Source: an optimization exercise on an open RTL-to-GDS flow (aim: small area, a short achievable clock period and few clock cycles per item). Production flows keep margins and buffers that such runs may drop. In this exercise RTL edits were held to simulation tests only and were not proved equivalent to the original. Power figures rest on the tool's default switching activity, not on a simulated workload.

<file path="flow/run.sh">
#!/bin/bash
# synth_recipe.tcl (not shown) runs the flow's synth.tcl, then flattens the netlist and writes it again
# the make line also repeats each setting of config.mk as NAME=value (left out here)
make -C /OpenROAD-flow-scripts/flow DESIGN_CONFIG=/design/flow/config.mk WORK_HOME=/design/flow/orfs CLKGATE_MAP_FILE= SYNTH_SCRIPT=/design/flow/synth_recipe.tcl finish
</file>
<file path="flow/config.mk">
export PLATFORM = sky130hd
export DESIGN_NAME = data_mem_sized
export DESIGN_NICKNAME = data_mem_sized
export VERILOG_FILES = /design/flow/design.v
export SDC_FILE = /design/flow/constraint.sdc
export NUM_CORES = 4
export LEC_CHECK = 0
export CAP_MARGIN = 20
export CORE_MARGIN = 2
export CORE_UTILIZATION = 40
export SLEW_MARGIN = 20
</file>
<file path="flow/constraint.sdc">
create_clock -name core_clock -period 5.5 [get_ports {clk}]
set_input_delay 1.1000 -clock core_clock [delete_from_list [all_inputs] [get_ports {clk}]]
set_output_delay 1.1000 -clock core_clock [all_outputs]
set_load 0.01 [all_outputs]
</file>
<file path="flow/design.v">
`default_nettype none
package data_mem_sized_pkg;
  localparam logic [1:0] SZ_BYTE = 2'b00;
  localparam logic [1:0] SZ_HALF = 2'b01;
  localparam logic [1:0] SZ_WORD = 2'b10;
  localparam logic [1:0] SZ_RSVD = 2'b11;
  typedef enum logic [1:0] {
    IDLE    = 2'd0,
    WORD_HI = 2'd1,
    RESP    = 2'd2
  } state_t;
endpackage
`default_nettype wire
`default_nettype none
module dmem_bank16 #(
  parameter int DEPTH  = 256,
  parameter int ADDR_W = (DEPTH > 1) ? $clog2(DEPTH) : 1
) (
  input  logic              clk,
  input  logic              en,
  input  logic [1:0]        we,
  input  logic [ADDR_W-1:0] addr,
  input  logic [15:0]       wdata,
  output logic [15:0]       rdata
);
  logic [15:0] r_mem [DEPTH];
  logic [15:0] r_rdata;
  always_ff @(posedge clk) begin
    if (en) begin
      if (we[0]) r_mem[addr][7:0]  <= wdata[7:0];
      if (we[1]) r_mem[addr][15:8] <= wdata[15:8];
      r_rdata <= r_mem[addr];
    end
  end
  assign rdata = r_rdata;
endmodule
`default_nettype wire
`default_nettype none
module data_mem_sized #(
  parameter int DEPTH  = 256,
  parameter int ADDR_W = 32
) (
  input  logic              clk,
  input  logic              rst_n,
  input  logic              req,
  input  logic              we,
  input  logic [1:0]        size,
  input  logic              uns,
  input  logic [ADDR_W-1:0] addr,
  input  logic [31:0]       wdata,
  output logic              ready,
  output logic              rvalid,
  output logic [31:0]       rdata,
  output logic              err
);
  localparam int c_idx_w = (DEPTH > 1) ? $clog2(DEPTH) : 1;
  data_mem_sized_pkg::state_t               r_state;
  logic                 r_we;
  logic                 r_uns;
  logic                 r_lane;
  logic                 r_err_cur;
  logic [1:0]           r_size;
  logic [c_idx_w-1:0]   r_idx;
  logic [15:0]          r_wdata_hi;
  logic [15:0]          r_lo;
  logic [31:0]          r_rdata_hold;
  logic                 r_err_hold;
  logic                 w_accept;
  logic                 w_reject;
  logic                 w_lane;
  logic [c_idx_w-1:0]   w_idx;
  logic                 w_bank_en;
  logic [1:0]           w_bank_we;
  logic [c_idx_w-1:0]   w_bank_addr;
  logic [15:0]          w_bank_wdata;
  logic [15:0]          w_bank_rdata;
  logic [7:0]           w_byte;
  logic [31:0]          w_resp;
  assign ready    = (r_state != data_mem_sized_pkg::WORD_HI);
  assign w_accept = req & ready;
  assign w_reject = (size == data_mem_sized_pkg::SZ_RSVD);
  assign w_lane = (size == data_mem_sized_pkg::SZ_BYTE) & addr[0];
  assign w_idx  = addr[c_idx_w:1];
  always_comb begin
    w_bank_en    = 1'b0;
    w_bank_we    = 2'b00;
    w_bank_addr  = w_idx;
    w_bank_wdata = wdata[15:0];
    if (r_state == data_mem_sized_pkg::WORD_HI) begin
      w_bank_en    = rst_n;
      w_bank_addr  = r_idx + c_idx_w'(1);
      w_bank_we    = {2{r_we & rst_n}};
      w_bank_wdata = r_wdata_hi;
    end else if (w_accept && !w_reject && rst_n) begin
      w_bank_en = 1'b1;
      if (we) begin
        if (size == data_mem_sized_pkg::SZ_BYTE) begin
          w_bank_we    = w_lane ? 2'b10 : 2'b01;
          w_bank_wdata = {2{wdata[7:0]}};
        end else begin
          w_bank_we = 2'b11;
        end
      end
    end
  end
  dmem_bank16 #(
    .DEPTH  (DEPTH),
    .ADDR_W (c_idx_w)
  ) u_bank (
    .clk   (clk),
    .en    (w_bank_en),
    .we    (w_bank_we),
    .addr  (w_bank_addr),
    .wdata (w_bank_wdata),
    .rdata (w_bank_rdata)
  );
  always_comb begin
    w_byte = r_lane ? w_bank_rdata[15:8] : w_bank_rdata[7:0];
    case (r_size)
      data_mem_sized_pkg::SZ_BYTE: w_resp = r_uns ? {24'd0, w_byte} : {{24{w_byte[7]}}, w_byte};
      data_mem_sized_pkg::SZ_HALF: w_resp = r_uns ? {16'd0, w_bank_rdata}
                              : {{16{w_bank_rdata[15]}}, w_bank_rdata};
      default: w_resp = {w_bank_rdata, r_lo};
    endcase
    if (r_we || r_err_cur) w_resp = 32'd0;
  end
  assign rvalid = (r_state == data_mem_sized_pkg::RESP);
  assign rdata  = rvalid ? w_resp    : r_rdata_hold;
  assign err    = rvalid ? r_err_cur : r_err_hold;
  always_ff @(posedge clk) begin
    if (!rst_n) begin
      r_state      <= data_mem_sized_pkg::IDLE;
      r_err_cur    <= 1'b0;
      r_rdata_hold <= 32'd0;
      r_err_hold   <= 1'b0;
    end else begin
      if (r_state == data_mem_sized_pkg::RESP) begin
        r_rdata_hold <= w_resp;
        r_err_hold   <= r_err_cur;
      end
      if (r_state == data_mem_sized_pkg::WORD_HI) begin
        r_lo    <= w_bank_rdata;
        r_state <= data_mem_sized_pkg::RESP;
      end else if (w_accept) begin
        r_we       <= we;
        r_uns      <= uns;
        r_size     <= size;
        r_lane     <= w_lane;
        r_idx      <= w_idx;
        r_wdata_hi <= wdata[31:16];
        r_err_cur  <= w_reject;
        r_state    <= (size == data_mem_sized_pkg::SZ_WORD && !w_reject) ? data_mem_sized_pkg::WORD_HI : data_mem_sized_pkg::RESP;
      end else begin
        r_state <= data_mem_sized_pkg::IDLE;
      end
    end
  end
endmodule
`default_nettype wire
</file>
==> results by group <==
Outcome
  – Status: finished clean

Clocking
  – Maximum level of the CTS H-tree: 5
  – Maximum number of buffers from clock root to sink: 4
  – CTS clk-pin slew, worst paths: 60 ps
  – Clock root cell: sky130_fd_sc_hd__clkbuf_16
  – CTS tree: done
  – Count of clock tree sinks: between 4000 and 5000
  – Worst-skew pair later-pin latency: 970 ps
  – Total CTS buffers: 402
  – Post CTS Setup Buffer Count: 0
  – Hold_buf cts: 0
  – Total of cells resized after clock tree synthesis: 0

Floorplan
  – Die height: 630 um
  – Die Width: 630 um
  – # IOs: 106
  – Core Footprint: 390000 um^2
  – Initial Util: about two fifths
  – Number of core rows: about 230
  – Die area: 397000 um^2

Setup path
  – Max FO, Critical Path: 16
  – Setup CP Type: reg2out
  – Arrival @ worst endpoint: 3980 ps
  – Crit path capture type: output pin
  – CP startpoint kind: flip-flop
  – CP required: 4400 ps

Finish
  – Fraction of layout cells with a size suffix above 1: 11.7%
  – Layout Nets: 9783
  – Final Util: 46.1%
  – Reg area: 126000 um^2
  – Area used by multi-input combinational logic: 28300 um^2
  – Layout overhead on the synthesized area: 14.7%
  – Total of fill cells in the finished design: 32900
  – Most frequent standard cell in the layout excluding fill and tap cells: sky130_fd_sc_hd__edfxtp_1
  – Post-route cell area: 180000 um^2
  – Most frequent cells in the layout: sky130_fd_sc_hd__edfxtp_1 (4157), sky130_fd_sc_hd__a22oi_1 (1537), sky130_fd_sc_hd__nand3_1 (579)

Timing
  – Final period utilization: between 90% and 100%
  – Max Clk Rate: 197 MHz
  – Final Critical Period: 5080 ps
  – Final Max Tran Viols: 0
  – Final count of hold timing violations: 0
  – Headroom to the max-slew limit: between 20 and 25%
  – Unrepaired setup endpoints after global routing: false
  – Setup violation total in the final timing report: 0
  – Hold WS: just under 500 ps
  – Transition time at the pin with the least slew margin: 1190 ps
  – Clock Skews: 62.6 ps

Hold path
  – Type of the worst min-delay path: reg2reg

Drt
  – 1st-iter DRT viols: between 10000 and 15000
  – Routed WL per cell: 27.5 um
  – DR DRC count: 0
  – Pre-antenna DRT Iters: 9
  – Remaining number of nets flagged by the antenna check after routing: 0
  – Total routed wirelength: 419 mm
  – Number of vias in the routed layout: 90600
  – Vias per cell: 5.94

Global routing
  – Global-route wire length before repair: 603 mm
  – Antenna violations before repair: 12
  – Largest net degree at the start of global routing: 155
  – Overall track demand over capacity in global routing: 20.4%
  – Number of global-route vias before repair: roughly 90000
  – Leftover overflow at the end of global routing: 0

Synth
  – Net count of the mapped netlist: roughly 9500
  – Yosys warning count: 2
  – Mean cell area of the mapped netlist: 16.6 um^2
  – Count of different cell masters after synthesis: 53
  – Number of flops mapped to enable cells by yosys: 4157
  – Sequential element share of the synthesized area: between 80% and 90%
  – Count of mapped cells out of synthesis: 9425
  – Synthesized cell area: 157000 um^2
  – Synth Flop Type: sky130_fd_sc_hd__edfxtp_1
  – Total of flip-flops plus latches after synthesis: 4193
  – Share of flip-flops with an asynchronous set or reset: 0%

Placed design
  – Instance area after placement: 167000 um^2
  – Final weighted congestion in routability-driven placement: approximately 0.86
  – Number of I/O port buffers: between 80 and 90
  – Post-DP HPWL: 251 mm

Power
  – Cell Pwr Density: 372 nW/um^2
  – Peak supply drop: between 200 and 300 uV
  – Static leakage: 55.0 nW

Job
  – Maximum capacitance violations: 0
state kept, by name (all words and copies together) (netlist names), 2 cells and up:
signal and cells:
u_bank.r_mem 4096, r_rdata_hold 32, r_lo 16, r_wdata_hi 16, u_bank.r_rdata 16, r_idx 8
r_size 2, r_state 2
cells in the mapped netlist (all sizes together) (2+ instances only):
master	instances	area (um^2)
a2111oi	32	280
a21oi	271	1360
a221oi	464	4060
a22o	58	508
a22oi	1537	11500
a31o	3	26.3
a31oi	3	25.0
a32o	16	160
and2	35	219
buf	345	1780
clkbuf	390	1460
dfxtp	36	721
edfxtp	4157	125000
inv	6	25.0
mux2	2	22.5
mux2i	19	206
nand2	544	2040
nand2b	3	18.8
nand3	579	2900
nand4	3	18.8
nor2	554	2080
nor2b	4	32.5
nor3	22	120
nor4	208	1300
o21a	2	15.0
o21ai	52	260
o31a	2	17.5
o31ai	2	28.8
o41ai	64	561
xnor2	3	26.3
report_power, final:
part / internal (mW) / switching (mW)
combinational: 1.16 / 2.96
sequential: 35.3 / 0.0394
clock: 15.6 / 11.7
total: 52.1 / 14.7
per-layer routing:
| metal | wire [um] | GRT usage, % | vias up |
|---|---|---|---|
| li1 | - | - | 39200 |
| met3 | 36000 | 3.60 | 604 |
| met4 | 12000 | 5.70 | 6 |
| met1 | 173000 | 28.3 | 46500 |
| met2 | 198000 | 33.0 | 4242 |
| met5 | 41 | 0 | - |
final timing paths:
| check | startpoint | endpoint | slack [ps] | cells past startpoint |
|---|---|---|---|---|
| worst max register to register | r_state[0] | u_bank.r_rdata[0] | 530 | 13 |
| worst max-delay path | u_bank.r_rdata[15] | rdata[22] | 420 | 6 |
| worst min-delay path | r_err_cur | r_err_cur | 490 | 2 |
| worst min register to register | r_err_cur | r_err_cur | 490 | 2 |
through the flow:
stage | cells | total power, mW | setup slack [ps] | TNS, ps
final | 15200 | 66.8 | 415 | 0
after global routing | 15200 | 68.6 | 123 | 0
after CTS | 15200 | 67.1 | 341 | 0
after detailed placement | 14500 | 40.2 | -128 | -128
after global placement | 14500 | 40.1 | -153 | -153
after floorplan | 9425 | 38.3 | 16.3 | 0
area by class of cell:
cell class,instances,share of cell area (%)
antenna,3,0.00418
clock buffer,513,5.95
clock inverter,226,1.26
inverter,6,0.0139
multi-input combinational,4491,15.7
sequential,4193,69.9
tap,5197,3.62
timing repair buffer,617,3.56
cells by family (layout without fill, tap and decap cells):
family,after synthesis,after routing,share of synthesized area (%)
xor+xnor,4,4,0.0224
simple gates,1956,1956,5.59
buf+inv,741,1362,2.08
mux,21,21,0.146
other cells,0,3,0
fa+ha+maj,1,1,0.00798
compound gates,2509,2509,12.0
flops,4193,4193,80.1
worst max-delay path, stage by stage, from the launching register on:
cell and delay (ps):
sky130_fd_sc_hd__edfxtp_1 580, sky130_fd_sc_hd__mux2i_1 130, sky130_fd_sc_hd__o31ai_1 820, sky130_fd_sc_hd__o21ai_0 220
sky130_fd_sc_hd__buf_4 240, sky130_fd_sc_hd__o21ai_0 400, sky130_fd_sc_hd__clkdlybuf4s50_1 620
Testbench counts, summed over its fixed seeds: cycles 23,226, items 16,000.

## static timing again, ports no longer ideal
How much do the figures lean on ideal ports? The routed layout below was timed once more, with nothing changed but the port constraints.
Step 1: set_driving_cell puts a clkbuf_16 on clk and a buf_2 on each other input, an assumption about the parent block.
Step 2 also shifts input and output timing later by t, the mid clock arrival at the registers, as if the neighbouring blocks saw the same clock.
Slacks: ideal ports / drivers / drivers and shift; pairs: ideal ports / drivers.
t, ns: 1.058
slack for setup (ns): 0.415 / 0.296 / -0.303
worst setup path at the end: input to register
latest minus earliest clock arrival (ns): 0.069 / 0.070
Met with ideal ports but missed after step 2: setup timing in this run. The setup slack of this run moves by -0.119 ns with the drivers and by -0.718 ns with both steps.
